Source: an optimization exercise on an open RTL-to-GDS flow (aim: small area). Production flows keep margins and buffers that such runs may drop.
Only simulation tests tie the RTL to the original design; equivalence was not proved.
Power and IR drop assume default switching activity.

==> flow/design.v (excerpt) <==
module cb_quant_top (
    input  logic             clk,
    input  logic             rst,
    input  logic             enable,
    input  logic [64*11-1:0] coef_in,
    output logic [64*11-1:0] q_out,
    output logic             out_enable
);
export LEC_CHECK = 0
export CAP_MARGIN = 20
export CORE_AREA = 5 5 485 485
export CTS_BUF_LIST = sky130_fd_sc_hd__clkbuf_4 sky130_fd_sc_hd__clkbuf_8
export CTS_CLUSTER_DIAMETER = 80
export CTS_CLUSTER_SIZE = 20
export DIE_AREA = 0 0 490 490
export GPL_TIMING_DRIVEN = 0
export SLEW_MARGIN = 20
create_clock -name core_clock -period 5.0 [get_ports {clk}]
standard.sh (not shown) runs the stock make flow with config.mk's settings and CLKGATE_MAP_FILE= SYNTH_SCRIPT=/design/flow/synth_recipe.tcl, a recipe that flattens the netlist after the stock synthesis.
==> flow/flow/run.sh <==
#!/bin/bash
# Layout flow: the standard.sh (ORFS synthesis to finish) with these changes:
#  - synthesis maps the logic with ABC's area mapper (abc_amap.script) instead of the
#    timing-driven map + upsize script, and does not extract half/full adder cells;
#    registers, flattening and naming are those of the standard synthesis
#  - pass-through output wires get buf_1 instead of buf_4 in synthesis
#  - each port gets the smallest buffer (buf_1) instead of the default delay buffer
#  - placement is not timing driven (its trial buffering kept ~250 buffers); the
#    synthesis pass-through buffers are removed before port buffering instead
# Every tool's output goes to its own log here (ORFS keeps per-step logs in orfs/logs).
set -euo pipefail
HERE=$PWD
sed -e "s#log_cmd abc {\*}\$abc_args#log_cmd abc -script $HERE/flow/abc_amap.script {*}[lrange \$abc_args 2 end]#" \
    "$FLOW_HOME/scripts/synth.tcl" > synth_mod.tcl
grep -q "abc_amap.script" synth_mod.tcl
sed -e "s#source \$::env(SCRIPTS_DIR)/synth.tcl#source $HERE/synth_mod.tcl#" synth_recipe.tcl > my_synth.tcl
grep -q "synth_mod.tcl" my_synth.tcl
sed -e "s#SYNTH_SCRIPT=[^ ]*#SYNTH_SCRIPT=$HERE/my_synth.tcl ADDER_MAP_FILE= 'MIN_BUF_CELL_AND_PORTS=sky130_fd_sc_hd__buf_1 A X'#" standard.sh > my_standard.sh
grep -q "my_synth.tcl" my_standard.sh
export BUFFER_PORTS_ARGS="-buffer_cell sky130_fd_sc_hd__buf_1"
export PRE_GLOBAL_PLACE_TCL=$HERE/flow/pre_gpl.tcl
bash my_standard.sh > flow_make.log 2>&1
==> flow/flow/abc_amap.script <==
strash
dc2
dch -f
amap
topo
==> flow/flow/pre_gpl.tcl <==
# Drop the buffers synthesis put on pass-through output wires before the ports are
# buffered (the standard flow does this only in timing-driven placement)
remove_buffers
Edit:
--- a/flow/flow/run.sh
+++ b/flow/flow/run.sh
@@ -7,4 +7,2 @@
 #  - each port gets the smallest buffer (buf_1) instead of the default delay buffer
-#  - placement is not timing driven (its trial buffering kept ~250 buffers); the
-#    synthesis pass-through buffers are removed before port buffering instead
 # Every tool's output goes to its own log here (ORFS keeps per-step logs in orfs/logs).
@@ -20,3 +18,2 @@
 export BUFFER_PORTS_ARGS="-buffer_cell sky130_fd_sc_hd__buf_1"
-export PRE_GLOBAL_PLACE_TCL=$HERE/flow/pre_gpl.tcl
 bash my_standard.sh > flow_make.log 2>&1
==> flow/flow/abc_amap.script (replaced) <==
strash
dch
amap
topo
CTS_BUF_LIST = not set   (was sky130_fd_sc_hd__clkbuf_4 sky130_fd_sc_hd__clkbuf_8)
CTS_CLUSTER_DIAMETER = not set   (was 80)
CTS_CLUSTER_SIZE = not set   (was 20)
GPL_TIMING_DRIVEN = not set   (was 0)
removed: flow/flow/pre_gpl.tcl
After rerunning:
- die area stays the same
- via count goes up by 3.4%
- clock power goes up by 44%
- design area goes up by about 7%
- clock skew is unchanged
- critical path depth goes up by 2
Edit:
--- a/flow/flow/run.sh
+++ b/flow/flow/run.sh
@@ -7,2 +7,6 @@
 #  - each port gets the smallest buffer (buf_1) instead of the default delay buffer
+#  - placement is not timing driven (its trial buffering kept ~250 buffers); the
+#    synthesis pass-through buffers are removed before port buffering instead
+#  - pins may sit one routing track apart (the clock pin is fixed apart from the
+#    rest, pre_io.tcl), so the die is sized by area rather than by pin count
 # Every tool's output goes to its own log here (ORFS keeps per-step logs in orfs/logs).
@@ -18,2 +22,5 @@
 export BUFFER_PORTS_ARGS="-buffer_cell sky130_fd_sc_hd__buf_1"
+export PRE_GLOBAL_PLACE_TCL=$HERE/flow/pre_gpl.tcl
+export PRE_IO_PLACEMENT_TCL=$HERE/flow/pre_io.tcl
+export PLACE_PINS_ARGS="-min_distance 1 -min_distance_in_tracks"
 bash my_standard.sh > flow_make.log 2>&1
==> flow/flow/abc_amap.script (replaced) <==
strash
dc2
dch -f
amap
topo
==> flow/flow/pre_gpl.tcl (new file) <==
# Drop the buffers synthesis put on pass-through output wires before the ports are
# buffered (the standard flow does this only in timing-driven placement)
remove_buffers
==> flow/flow/pre_io.tcl (new file) <==
# Fix the clock pin in the middle of the left edge and keep the other pins 5 um
# away from it: the other pins may sit one routing track apart, but the clock
# net needs more room beside its pin
set die [ord::get_die_area]
set ymid [expr {([lindex $die 1] + [lindex $die 3]) / 2.0}]
place_pin -pin_name clk -layer met3 -location [list 0 $ymid] -pin_size {1.0 0.3} -force_to_die_boundary
exclude_io_pin_region -region left:[expr {$ymid - 5}]-[expr {$ymid + 5}]
CORE_AREA = 5 5 295 295   (was 5 5 485 485)
CTS_CLUSTER_DIAMETER = 100   (was not set)
CTS_CLUSTER_SIZE = 30   (was not set)
DIE_AREA = 0 0 300 300   (was 0 0 490 490)
GPL_TIMING_DRIVEN = 0   (was not set)
Outcome:
- setup slack is worse by 0.10 ns
- die area fell by 63%
- cell area goes down by 13%
- first-iteration DRC count went down by about 13%
- routed wire length came out lower by 34%
- global-route usage is higher by 10 points
- utilization rose by 24 points
- hold slack got worse by 0.014 ns
- power goes down by about 20%
- critical path depth does not change
- via count went down by about 4.6%

## static timing again, ports no longer ideal
In the flow no input, the clock included, has a driving cell. The finished layouts below were timed again as built, in two steps.
Step 1 (the two cells are an assumption about what drives the block):
set clk [get_ports {clk}]
set_driving_cell -lib_cell sky130_fd_sc_hd__clkbuf_16 $clk
set_driving_cell -lib_cell sky130_fd_sc_hd__buf_2 [delete_from_list [all_inputs] $clk]
Step 2 adds t to the input delays and takes it off the output delays; t is the mean of the earliest and latest rising clock arrival at the registers after step 1. Input paths then give back, and output paths get back, about the clock's delay inside the block.
Three values: ideal, step 1, step 2; two values: the first two.
| run | t, ns | setup WS [ns] | hold slack, ns |
|---|---|---|---|
| the first run | 0.833 | 0.218 / 0.233 / -0.600 | 0.442 / 0.442 / 0.442 |
| the second run | 0.742 | 0.413 / 0.450 / -0.292 | 0.457 / 0.457 / 0.457 |
| the third run | 0.631 | 0.311 / 0.284 / -0.347 | 0.442 / 0.442 / 0.442 |
With both steps, setup timing fails in every run listed, where it was met with ideal ports. For the first run, which loses most, drivers alone change the setup slack by +0.015 ns; drivers and shift together by -0.818 ns.
